Source: an optimization exercise on an open RTL-to-GDS flow (aim: small area). Production flows keep margins and buffers that such runs may drop. At most, simulation tests tie the RTL to the original design; equivalence was not proved. No activity file was given, so power comes from the tool's default toggle rates.

==> inputs of job 3271 <==
==> flow/design.v <==
`timescale 1ns/1ps
package icb_pkg;
    localparam int ADDR_W         = 32;
    localparam int BUS_W          = 32;
    localparam int BYTES_PER_BEAT = BUS_W / 8;
    typedef struct packed {
        logic              valid;
        logic [ADDR_W-1:0] addr;
        logic [7:0]        len;
    } icb_cmd_t;
    typedef struct packed {
        logic             valid;
        logic [BUS_W-1:0] rdata;
    } icb_rsp_t;
endpackage
`timescale 1ns/1ps
package ia_pkg;
    localparam int REG_W = 32;
    typedef logic signed [15:0] elem_t;    
    typedef struct packed {
        logic [REG_W-1:0]        k;           
        logic [REG_W-1:0]        n;           
        logic [REG_W-1:0]        m;           
        logic [REG_W-1:0]        base;        
        logic [REG_W-1:0]        stride;      
        logic signed [REG_W-1:0] zp;          
        logic                    use_16bits;  
    } ia_cfg_t;
    typedef struct packed {
        logic [REG_W-1:0] row_tiles;   
        logic [REG_W-1:0] col_tiles;   
        logic [REG_W-1:0] loops;       
        logic [REG_W-1:0] last_rows;   
    } tile_geom_t;
endpackage
`timescale 1ns/1ps
module ia_loader_top (
    input  logic          clk,
    input  logic          rst_n,
    input  logic          init_cfg,
    input  logic [31:0]   cfg_k,
    input  logic [31:0]   cfg_n,
    input  logic [31:0]   cfg_m,
    input  logic [31:0]   cfg_base,
    input  logic [31:0]   cfg_stride,
    input  logic [31:0]   cfg_zp,
    input  logic          cfg_use_16bits,
    input  logic          cmd_ready,
    input  logic          rsp_valid,
    input  logic [31:0]   rsp_rdata,
    input  logic          send_ia_trigger,
    output logic          cmd_valid,
    output logic [31:0]   cmd_addr,
    output logic [7:0]    cmd_len,
    output logic          rsp_ready,
    output logic [255:0]  ia_out,
    output logic          ia_row_valid,
    output logic          ia_is_init_data,
    output logic          ia_calc_done,
    output logic          ia_sending_done,
    output logic          ia_data_valid,
    output logic          busy
);
    logic        start_q;       
    logic        busy_q;        
    logic        cmd_valid_q;
    logic        kick_q;        
    logic        dv_q;          
    logic        send_q;        
    logic        sh_q;          
    logic [2:0]  beat_q;        
    logic [3:0]  rc_q;          
    logic [3:0]  cc_q;          
    logic        use16_q;
    logic [16:0] zp_q;          
    logic [31:0] stride_q;
    logic [7:0]  ctm1_q;        
    logic [7:0]  lm1_q;         
    logic [3:0]  olast_q;       
    logic [7:0]  tc_q;          
    logic [7:0]  lp_q;          
    logic [7:0]  tr_q;          
    logic [31:0] addr_q;        
    function automatic logic [32:0] rca(input logic [31:0] a, input logic [31:0] b,
                                        input logic ci);
        logic c;
        c = ci;
        for (int i = 0; i < 32; i++) begin
            rca[i] = a[i] ^ b[i] ^ c;
            c      = (a[i] & b[i]) | (c & (a[i] ^ b[i]));
        end
        rca[32] = c;
    endfunction
    logic        accept, hs, cmd_hs;
    logic        last_row_t, last_col, last_loop, last_all;
    logic [3:0]  oeff, tm1;
    logic        last_beat, rc_last, cc_last, tile_loaded, rows_done;
    assign accept     = init_cfg && !busy_q && !start_q;
    assign hs         = rsp_valid && busy_q;
    assign cmd_hs     = cmd_valid_q && cmd_ready;
    assign last_row_t = tr_q == 8'd0;
    assign last_col   = tc_q == ctm1_q;
    assign last_loop  = lp_q == 8'd0;
    assign last_all   = last_row_t && last_loop && last_col;
    assign oeff       = last_row_t ? olast_q : 4'd0;
    assign tm1        = ~oeff;                       
    assign last_beat  = beat_q == {use16_q, 2'b11};
    assign rc_last    = rc_q == tm1;
    assign cc_last    = cc_q == tm1;
    assign tile_loaded = hs && last_beat && rc_last;
    assign rows_done  = send_q && rc_last;
    always_ff @(posedge clk or negedge rst_n) begin
        if (!rst_n) begin
            start_q     <= 1'b0;
            busy_q      <= 1'b0;
            cmd_valid_q <= 1'b0;
            kick_q      <= 1'b0;
            dv_q        <= 1'b0;
            send_q      <= 1'b0;
            sh_q        <= 1'b0;
            beat_q      <= '0;
            rc_q        <= '0;
            cc_q        <= '0;
        end else begin
            start_q <= accept;
            kick_q  <= rows_done && !last_all;
            if (start_q)
                busy_q <= 1'b1;
            else if (rows_done && last_all)
                busy_q <= 1'b0;
            if (start_q || kick_q)
                cmd_valid_q <= 1'b1;
            else if (cmd_hs && cc_last)
                cmd_valid_q <= 1'b0;
            if (cmd_hs)
                cc_q <= cc_last ? 4'd0 : 4'(rca(32'(cc_q), 32'd0, 1'b1));
            if (hs)
                beat_q <= last_beat ? 3'd0 : 3'(rca(32'(beat_q), 32'd0, 1'b1));
            if ((hs && last_beat) || send_q)
                rc_q <= rc_last ? 4'd0 : 4'(rca(32'(rc_q), 32'd0, 1'b1));
            if (tile_loaded)
                dv_q <= 1'b1;
            else if (send_ia_trigger)
                dv_q <= 1'b0;
            send_q <= (send_ia_trigger && dv_q) || (send_q && !rc_last);
            sh_q   <= tile_loaded && oeff[0];
        end
    end
    logic        zp_fits;
    logic [16:0] zp_c;
    logic [7:0]  k_t, n_t, m_t;
    logic        back, first_t;
    logic [8:0]  ct_off;
    logic [31:0] stride_x, tile_b;
    logic [27:0] tile_sum;
    logic [20:0] lo_sum;
    logic [11:0] hi_sum0, hi_sum1;
    logic [31:0] addr_next;
    assign zp_fits = cfg_zp[31:16] == {16{cfg_zp[16]}};
    assign zp_c    = zp_fits ? cfg_zp[16:0] : (cfg_zp[31] ? 17'h10000 : 17'h0ffff);
    assign k_t     = 8'(rca(32'(cfg_k[11:4]), 32'hff, |cfg_k[3:0]));
    assign n_t     = 8'(rca(32'(cfg_n[11:4]), 32'hff, |cfg_n[3:0]));
    assign m_t     = 8'(rca(32'(cfg_m[11:4]), 32'hff, |cfg_m[3:0]));
    assign back      = send_q && !(last_col && last_loop);
    assign stride_x  = stride_q ^ {32{back}};
    assign lo_sum    = 21'(rca(32'(addr_q[19:0]), 32'(stride_x[19:0]), back));
    assign hi_sum0   = 12'(rca(32'(addr_q[31:20]), 32'(stride_x[31:20]), 1'b0));
    assign hi_sum1   = 12'(rca(32'(hi_sum0), 32'd0, 1'b1));
    assign addr_next = {lo_sum[20] ? hi_sum1 : hi_sum0, lo_sum[19:0]};
    assign first_t   = tc_q == 8'd0;
    assign ct_off    = use16_q ? {ctm1_q, 1'b0} : {1'b0, ctm1_q};
    assign tile_b    = first_t ? ~(32'(ct_off)) : {30'd0, use16_q, !use16_q};
    assign tile_sum  = 28'(rca(32'(addr_q[31:4]), tile_b, first_t));
    always_ff @(posedge clk) begin
        if (accept) begin
            use16_q  <= cfg_use_16bits;
            zp_q     <= zp_c;
            stride_q <= cfg_stride;
            ctm1_q   <= n_t;
            lm1_q    <= m_t;
            olast_q  <= 4'(rca(32'(~cfg_k[3:0]), 32'd0, 1'b1));
            tc_q     <= 8'd0;
            lp_q     <= m_t;
            tr_q     <= k_t;
        end else if (rows_done) begin
            tc_q <= last_col ? 8'd0 : 8'(rca(32'(tc_q), 32'd0, 1'b1));
            if (last_col) begin
                lp_q <= last_loop ? lm1_q : 8'(rca(32'(lp_q), 32'hff, 1'b0));
                if (last_loop)
                    tr_q <= 8'(rca(32'(tr_q), 32'hff, 1'b0));
            end
        end
    end
    always_ff @(posedge clk) begin
        if (accept)
            addr_q <= cfg_base;
        else if (kick_q)
            addr_q[31:4] <= tile_sum;
        else if (cmd_hs || back)
            addr_q <= addr_next;
    end
    function automatic logic [15:0] sat16(input logic [17:0] s);
        if (s[17:15] == 3'b000 || s[17:15] == 3'b111)
            sat16 = s[15:0];
        else
            sat16 = s[17] ? 16'h8000 : 16'h7fff;
    endfunction
    logic [15:0] v0, v1;
    logic [15:0] s0, s1, s2, s3;
    logic [15:0] wl [4];
    assign v0   = use16_q ? rsp_rdata[15:0]  : {{8{rsp_rdata[7]}},  rsp_rdata[7:0]};
    assign v1   = use16_q ? rsp_rdata[31:16] : {{8{rsp_rdata[15]}}, rsp_rdata[15:8]};
    assign s0   = sat16(18'(rca({{16{v0[15]}}, v0}, {{15{zp_q[16]}}, zp_q}, 1'b0)));
    assign s1   = sat16(18'(rca({{16{v1[15]}}, v1}, {{15{zp_q[16]}}, zp_q}, 1'b0)));
    assign s2   = sat16(18'(rca({{24{rsp_rdata[23]}}, rsp_rdata[23:16]}, {{15{zp_q[16]}}, zp_q}, 1'b0)));
    assign s3   = sat16(18'(rca({{24{rsp_rdata[31]}}, rsp_rdata[31:24]}, {{15{zp_q[16]}}, zp_q}, 1'b0)));
    assign wl[0] = s0;
    assign wl[1] = s1;
    assign wl[2] = use16_q ? s0 : s2;
    assign wl[3] = use16_q ? s1 : s3;
    logic [15:0][255:0] st_q;
    logic [15:0]        col_en;
    logic               ent7;          
    assign ent7 = oeff[3];
    genvar c, r;
    generate
        for (c = 0; c < 16; c++) begin : g_col
            assign col_en[c] = send_q || sh_q ||
                               (hs && (use16_q ? beat_q == 3'(c >> 1)
                                               : beat_q[1:0] == 2'(c >> 2)));
            for (r = 0; r < 16; r++) begin : g_row
                always_ff @(posedge clk) begin
                    if (col_en[c]) begin
                        if (r == 15)
                            st_q[r][16*c +: 16] <= wl[c % 4];
                        else if (r == 7)
                            st_q[r][16*c +: 16] <= ent7 ? wl[c % 4] : st_q[r+1][16*c +: 16];
                        else
                            st_q[r][16*c +: 16] <= st_q[r+1][16*c +: 16];
                    end
                end
            end
        end
    endgenerate
    always_comb begin
        case (oeff[2:1])
            2'd0:    ia_out = st_q[0];
            2'd1:    ia_out = st_q[2];
            2'd2:    ia_out = st_q[4];
            default: ia_out = st_q[6];
        endcase
    end
    assign cmd_valid       = cmd_valid_q;
    assign cmd_addr        = addr_q;
    assign cmd_len         = {5'd0, use16_q, 2'b11};
    assign rsp_ready       = busy_q;
    assign ia_row_valid    = send_q;
    assign ia_is_init_data = send_q && first_t;
    assign ia_calc_done    = send_q && last_col;
    assign ia_sending_done = rows_done;
    assign ia_data_valid   = dv_q;
    assign busy            = busy_q;
endmodule
==> flow/flow/run.sh <==
#!/bin/bash
# The standard layout (standard.sh: standard synthesis, floorplan, place,
# CTS, route, finish) with two changes: the buffers that buffer_ports puts on
# every input and output port are the smallest buffer cell, buf_1, in place
# of the delay buffer it picks by default; and after global routing,
# repair_timing -recover_power downsizes cells on paths with slack to spare.
# The make output goes to standard.log here; ORFS's per-step logs stay under
# orfs/logs/.
set -uo pipefail
bash standard.sh "BUFFER_PORTS_ARGS=-buffer_cell sky130_fd_sc_hd__buf_1" \
    RECOVER_POWER=100 finish > standard.log 2>&1
status=$?
tail -n 40 standard.log
exit $status
==> flow/standard.sh <==
#!/bin/bash
# synth_recipe.tcl (not shown) runs the flow's synth.tcl, then flattens the netlist and writes it again
# the make line also repeats each setting of config.mk as NAME=value (left out here)
make -C /OpenROAD-flow-scripts/flow DESIGN_CONFIG=/design/flow/config.mk WORK_HOME=/design/flow/orfs CLKGATE_MAP_FILE= SYNTH_SCRIPT=/design/flow/synth_recipe.tcl "${@:-finish}"
==> flow/config.mk <==
export PLATFORM = sky130hd
export DESIGN_NAME = ia_loader_top
export DESIGN_NICKNAME = ia_loader_top
export VERILOG_FILES = /design/flow/design.v
export SDC_FILE = /design/flow/constraint.sdc
export NUM_CORES = 4
export LEC_CHECK = 0
export ABC_AREA = 1
export CAP_MARGIN = 20
export CORE_MARGIN = 2
export CORE_UTILIZATION = 80
export CTS_BUF_LIST = sky130_fd_sc_hd__clkbuf_8
export CTS_CLUSTER_DIAMETER = 50
export CTS_CLUSTER_SIZE = 16
export PLACE_DENSITY = 0.88
export SLEW_MARGIN = 20
==> flow/constraint.sdc <==
create_clock -name core_clock -period 12.0 [get_ports {clk}]
set_input_delay 2.4000 -clock core_clock [delete_from_list [all_inputs] [get_ports {clk}]]
set_output_delay 2.4000 -clock core_clock [all_outputs]
set_load 0.01 [all_outputs]
==> job 852 (differences from job 3271) <==
--- a/flow/design.v
+++ b/flow/design.v
@@ -212,6 +212,6 @@
     assign v1   = use16_q ? rsp_rdata[31:16] : {{8{rsp_rdata[15]}}, rsp_rdata[15:8]};
-    assign s0   = sat16(18'(rca({{16{v0[15]}}, v0}, {{15{zp_q[16]}}, zp_q}, 1'b0)));
-    assign s1   = sat16(18'(rca({{16{v1[15]}}, v1}, {{15{zp_q[16]}}, zp_q}, 1'b0)));
-    assign s2   = sat16(18'(rca({{24{rsp_rdata[23]}}, rsp_rdata[23:16]}, {{15{zp_q[16]}}, zp_q}, 1'b0)));
-    assign s3   = sat16(18'(rca({{24{rsp_rdata[31]}}, rsp_rdata[31:24]}, {{15{zp_q[16]}}, zp_q}, 1'b0)));
+    assign s0   = sat16(18'(rca(32'($signed(v0)), 32'($signed(zp_q)), 1'b0)));
+    assign s1   = sat16(18'(rca(32'($signed(v1)), 32'($signed(zp_q)), 1'b0)));
+    assign s2   = sat16(18'(rca(32'($signed(rsp_rdata[23:16])), 32'($signed(zp_q)), 1'b0)));
+    assign s3   = sat16(18'(rca(32'($signed(rsp_rdata[31:24])), 32'($signed(zp_q)), 1'b0)));
     assign wl[0] = s0;
==> flow/run.sh (new file) <==
#!/bin/bash
# synth_recipe.tcl (not shown) runs the flow's synth.tcl, then flattens the netlist and writes it again
# the make line also repeats each setting of config.mk as NAME=value (left out here)
make -C /OpenROAD-flow-scripts/flow DESIGN_CONFIG=/design/flow/config.mk WORK_HOME=/design/flow/orfs CLKGATE_MAP_FILE= SYNTH_SCRIPT=/design/flow/synth_recipe.tcl finish
CORE_UTILIZATION = 70   (was 80)
PLACE_DENSITY = 0.78   (was 0.88)
removed: flow/flow/run.sh
removed: flow/standard.sh
==> job 1331 (differences from job 3271) <==
CORE_UTILIZATION = 70   (was 80)
PLACE_DENSITY = 0.78   (was 0.88)
==> comparison table <==
item	job 852	job 1331	job 3271
Status	no timing/DRC/antenna violations	failed layout checks	stopped before the end
Failing step	-	-	3_5_place_dp
Reasons for failing layout checks	-	max-capacitance violations, max-slew violations	-
Overall routed net length	263 mm	262 mm	-
Largest net degree at the start of global routing	188	207	-
Library cell contributing the largest single delay on the critical path	fa_2	fa_2	-
Power density normalized to cell area	269 mW/mm^2	274 mW/mm^2	-
Register-to-register setup slack	0.40 ns	0.39 ns	-
Leakage power total	54.1 nW	52.4 nW	-
Clock slew at the register clock pins of the worst setup and hold paths	0.09 ns	0.09 ns	-
Reported max-cap violation count	0	37	-
Sequential Power Share	66.8%	68.5%	-
Met3 Resource Use GR	3.96%	4.06%	-
Vertical die dimension	456 um	456 um	427 um
Hold path cells	0	0	-
Clock power share	16.9%	16.9%	-
Clock distribution power	7.11 mW	7.09 mW	-
Number of hold-slack violations in the final timing report	0	0	-
Util after Layout	77.4%	75.7%	-
Switching fraction of total power	26.9%	26.9%	-
Vias in the first global route	63600	62900	-
RR Endpoint	addr_q[31]	addr_q[31]	-
Only the layout flow was run in job 852; the RTL was not checked for function there.

afterwards: timing with drivers on the ports:
The flow's constraints put no driver on any port. The routed layouts listed below were extracted and timed again, unchanged, in two steps. Step 1: set_driving_cell puts a clkbuf_16 on clk and a buf_2 on each other input, an assumption about the parent block. Step 2 times the ports against the registers' clock, not the clock port: input delays grow and output delays shrink by t, the midpoint of the rising clock arrivals with the driver on. a / b / c = ideal / step 1 / step 2; a / b = the first two.
| run | shift t [ns] | slack for setup (ns) | hold slack, ns | worst slew at a driven data input, ns | pins driven straight from the clock port |
|---|---|---|---|---|---|
| job 852 | 1.115 | 0.396 / 0.396 / 0.396 | 0.391 / 0.391 / 0.391 | 0.21 | 1 |
| job 1331 | 1.135 | 0.393 / 0.393 / -0.627 | 0.381 / 0.381 / 0.381 | 0.22 | 1 |
For job 1331, which loses most, drivers alone change the setup slack by 0.000 ns; drivers and shift together by -1.020 ns.
